From an optimization exercise on the open Yosys and OpenROAD flow, aimed at a short achievable clock period and few clock cycles; shortcuts taken in it are not production practice. Where RTL was checked, it was by simulation tests only, not by an equivalence proof against the original. No activity file was given, so power comes from the tool's default toggle rates.

Design pcpu_top, start of the top module:
module pcpu_top (
    input  logic              clock,
    input  logic              reset,
    input  logic              i_enable,
    input  logic              i_start,
    input  logic [pipe_pkg::DATA_W-1:0] i_i_data,
    input  logic [pipe_pkg::DATA_W-1:0] i_d_rdata,
    output logic [7:0]        o_i_addr,
    output logic [7:0]        o_d_addr,
    output logic [pipe_pkg::DATA_W-1:0] o_d_wdata,
    output logic              o_d_we,
    output logic              o_running
);
Size in the first run: about 560 flip-flops, ~28000 µm² of cells after synthesis.
Settings: LEC_CHECK=0, CAP_MARGIN=20, CORE_MARGIN=2, CORE_UTILIZATION=30, PLACE_DENSITY=0.45, SETUP_SLACK_MARGIN=3.5, SLEW_MARGIN=20; clock period 4.5 ns.
run.sh (not shown) runs the stock make flow with config.mk's settings and CLKGATE_MAP_FILE= SYNTH_SCRIPT=/design/flow/synth_recipe.tcl, a recipe that flattens the netlist after the stock synthesis.
Testbench counts at the start, summed over its fixed seeds: cycles 13,981.
Next try:
--- a/flow/config.mk
+++ b/flow/config.mk
@@ -8,6 +8,5 @@
 export CAP_MARGIN = 20
 export CORE_MARGIN = 2
-export CORE_UTILIZATION = 30
-export PLACE_DENSITY = 0.45
-export SETUP_SLACK_MARGIN = 3.5
+export CORE_UTILIZATION = 20
+export SETUP_SLACK_MARGIN = 2.7
 export SLEW_MARGIN = 20
After rerunning: The changed run passed the timing, DRC and antenna checks. Die area came out higher by 49%. Worst hold slack got worse by 13 ps. Routed wire length falls by 13%. Area after synthesis stays the same. Non-clock buffer count goes down by 94.


Starting RTL as in the previous note.
clock: 4.5 ns
lec_check: 0
cap_margin: 20
core_margin: 2
core_utilization: 30
setup_slack_margin: 2.7
slew_margin: 20
The starting point passed the timing, DRC and antenna checks.
Testbench counts at the start, summed over its fixed seeds: cycles 13,981.
Change:
Settings changed: CORE_UTILIZATION 30 to 25, PLACE_DENSITY from default to 0.45.
What happened: The changed run finished clean. Total power grows by a few percent. Via count drops by a few percent. Clock skew came out lower by 0.013 ns. Cell area increases slightly. Non-clock buffer count went up by 20. Routed wire length went up by a few percent. Utilization went down by 6.8 points. Clock power went up by a few percent. Register-to-register slack barely changes. Area after synthesis is unchanged. Setup slack is worse by 0.0046 ns.
Change:
Settings changed: CELL_PAD_IN_SITES_GLOBAL_PLACEMENT from default to 2, CORE_UTILIZATION 25 to 30.
Outcome: Setup slack is worse by 0.072 ns; total power grows by 2.9%; final area goes up by 2.3%; global-route usage grows by 6.4 points; sequential share of layout area shrinks by 0.67 points; core utilization climbs by 8.2 points.
Change:
Settings changed: CELL_PAD_IN_SITES_GLOBAL_PLACEMENT 2 to default, SETUP_SLACK_MARGIN 2.7 to 1.8.
Outcome: Sequential cell count is unchanged; routed wire length went down by 15%; worst hold slack stays flat; sequential share of layout area went up by 3.8 points; critical path depth went up by 1; sequential power barely changes; setup slack gets worse by 0.15 ns; global-route usage went down by 4.0 points; synthesized area stays the same; register-to-register slack gets worse by 0.12 ns; final area went down by 12%.


Setup of oak:
pcpu_top, a different RTL version from the one above (not shown whole).
For scale: about 1,900 cells after synthesis, ~70 I/O pins.
clock: 4.5 ns
lec_check: 0
cap_margin: 20
core_margin: 2
core_utilization: 60
place_density: 0.75
setup_slack_margin: 2.7
slew_margin: 20
Here is what was changed in the inputs of pine compared with oak.
Settings: CORE_UTILIZATION: 60 -> 40; ABC_CLOCK_PERIOD_IN_PS: unset -> 1500; PLACE_DENSITY: 0.75 -> unset.
### Flow results
- pine reached the end of the flow, and the finished layout is clean on the timing, DRC and antenna checks.
- From oak to pine the numbers moved as follows: routing usage on met2 decreased 22 points; overall fraction of global-route tracks in use moved down.
- The run showing the smaller final standard cell area without fillers is oak.
- Against oak, pine comes in 1.1 points lower on share of cells above drive strength 1.
- Compared with oak, pine shows a lower final core utilization.
- Taking pine as 1.0, oak lands at 1.4 on DRC violation total after the first TritonRoute iteration.
- Fraction of standard cell area that is sequential, oak and pine: larger value in oak
- pine vs oak: non-clock buffer count down
- Relative to oak, power per cell area decreased by about 1.7% in pine.
## Diff of input files: birch against pine
Settings: a deleted ABC_CLOCK_PERIOD_IN_PS that had been 1500; a change of SETUP_SLACK_MARGIN from 2.7 to 1.5.
Results
- A master of the slowest instance on the critical path of sky130_fd_sc_hd__nor3_1 is what pine shows, while sky130_fd_sc_hd__a221oi_4 belongs to birch.
- birch against pine; final standard cell area without fillers is down by more than 10%.
- Taking birch as 1.0, pine lands at 1.07 on reported net switching power.
- Comparing measured slew at the worst slew-check pin for birch and pine, the bigger number came from pine.
- Looking at the reports, pine completed the entire flow and the layout it produced met the timing, DRC and antenna checks.
- birch reached the end of the flow, and the finished layout is clean on the timing, DRC and antenna checks.
- Comparing birch and pine, the higher count of routing violations after the opening detailed-route iteration is on pine.
- Fraction of area in registers: birch > pine
- Combinational share of power for birch is lower than for pine.
Function was not checked in any run of this note: the RTL went through the layout flow alone.


## v21
pcpu_top with an RTL version that a note above also has.
Size in the first run: about 2,900 cells after synthesis, roughly 560 flip-flops.
export LEC_CHECK = 0
export CAP_MARGIN = 20
export CORE_MARGIN = 2
export CORE_UTILIZATION = 30
export PLACE_DENSITY = 0.35
export SETUP_SLACK_MARGIN = 2.7
export SLEW_MARGIN = 20
create_clock -name core_clock -period 4.5 [get_ports {clock}]
Testbench counts of v21, summed over its fixed seeds: cycles 13,981.
diff inputs: v21 => v56
- ABC_CLOCK_PERIOD_IN_PS: unset -> 1500
- CORE_UTILIZATION: 30 -> 40
- PLACE_DENSITY: 0.35 -> unset
## What came out
- Sort v21 and v56 by total power density per cell area, descending, and v21 comes first.
- Group drawing the most power: clock -> v21, registers -> v56
- Compared with v21, the router placed more vias in v56.
- What v56 reported for total internal power has to be multiplied by 1.07 to get the figure for v21.
- v56 vs. v21: number of inserted filler cells in the final layout went down by 36%.
Relative to v56, the following input files were edited for v24:
- an added GPL_ROUTABILITY_DRIVEN of 0
- a deleted ABC_CLOCK_PERIOD_IN_PS that had been 1500
- a change of CORE_UTILIZATION from 40 to 30
- an added PLACE_DENSITY of 0.45
Notes after the runs:
v24: full flow OK, the timing, DRC and antenna checks passed. Any difference in switching part of the total between v56 and v24 is small enough to ignore. v24 vs. v56: area of the core region up about 34%, shortest clock period the worst path allows after layout down 0.12 ns, initial antenna violation count down 3, final instance area up about 1.7%, non-filler instance count after layout up 8.6%. STATUS slack of the critical path: v24 wins against v56. Comparing v24 against v56, there is no change at all in number of inserted diodes.
> inputs changed (v24 -> v52)
- removing GPL_ROUTABILITY_DRIVEN (formerly 0)
==> results.txt <==
- Compare v52 and v24 | global router's overall resource usage higher: v52
- Number of non-clock buffers came out higher on v52 than on v24.
- or3_4 as the cell with the largest stage delay on the worst path was reported by v52, and or4b_4 by v24.
- Going from v24 to v52, the first-iteration DRC count was found to have gone down by 249.
- Summary of v52 over v24: wire length of the first global-routing pass grew by 1.2%, utilization grew by 0.79 points.
- Sort v52 and v24 by total wire length after detailed routing desc -> top: v52
- A worst setup path endpoint of d_addr[5] is what v24 shows, while fa[2] belongs to v52.

## port drivers added, routing unchanged
In the flow no input, the clock included, has a driving cell. The finished layouts below were timed again as built, in two steps.
Step 1 (the two cells are an assumption about what drives the block):
set clk [get_ports {clock}]
set_driving_cell -lib_cell sky130_fd_sc_hd__clkbuf_16 $clk
set_driving_cell -lib_cell sky130_fd_sc_hd__buf_2 [delete_from_list [all_inputs] $clk]
Step 2 times the ports against the registers' clock, not the clock port: input delays grow and output delays shrink by t, the midpoint of the rising clock arrivals with the driver on.
a / b / c = no drivers / after step 1 / after step 2; a / b = the first two.
run | shift t [ns] | setup slack, ns | clock arrival spread, ns | worst slew at a driven data input, ns
the first run of note 1 | 0.687 | 1.510 / 1.510 / 0.945 | 0.037 / 0.036 | 0.28
the second run of note 1 | 0.693 | 1.501 / 1.501 / 0.825 | 0.022 / 0.022 | 0.17
the first run of note 2 | 0.722 | 1.635 / 1.635 / 0.995 | 0.046 / 0.047 | 0.32
the second run of note 2 | 0.695 | 1.630 / 1.630 / 1.025 | 0.034 / 0.034 | 0.19
the third run of note 2 | 0.712 | 1.558 / 1.558 / 0.928 | 0.014 / 0.013 | 0.27
the fourth run of note 2 | 0.685 | 1.409 / 1.441 / 0.755 | 0.026 / 0.027 | 0.07
oak | 0.597 | 0.937 / 0.937 / 0.763 | 0.028 / 0.027 | 0.06
pine | 0.615 | 1.406 / 1.422 / 0.828 | 0.028 / 0.028 | 0.12
birch | 0.625 | 1.301 / 1.301 / 0.812 | 0.025 / 0.025 | 0.04
v21 | 0.695 | 1.410 / 1.410 / 0.780 | 0.024 / 0.024 | 0.18
v56 | 0.708 | 1.409 / 1.409 / 0.881 | 0.031 / 0.031 | 0.11
v24 | 0.703 | 1.525 / 1.525 / 0.978 | 0.041 / 0.041 | 0.33
v52 | 0.688 | 1.672 / 1.672 / 0.996 | 0.029 / 0.029 | 0.19
After both steps every run listed still meets setup and hold.
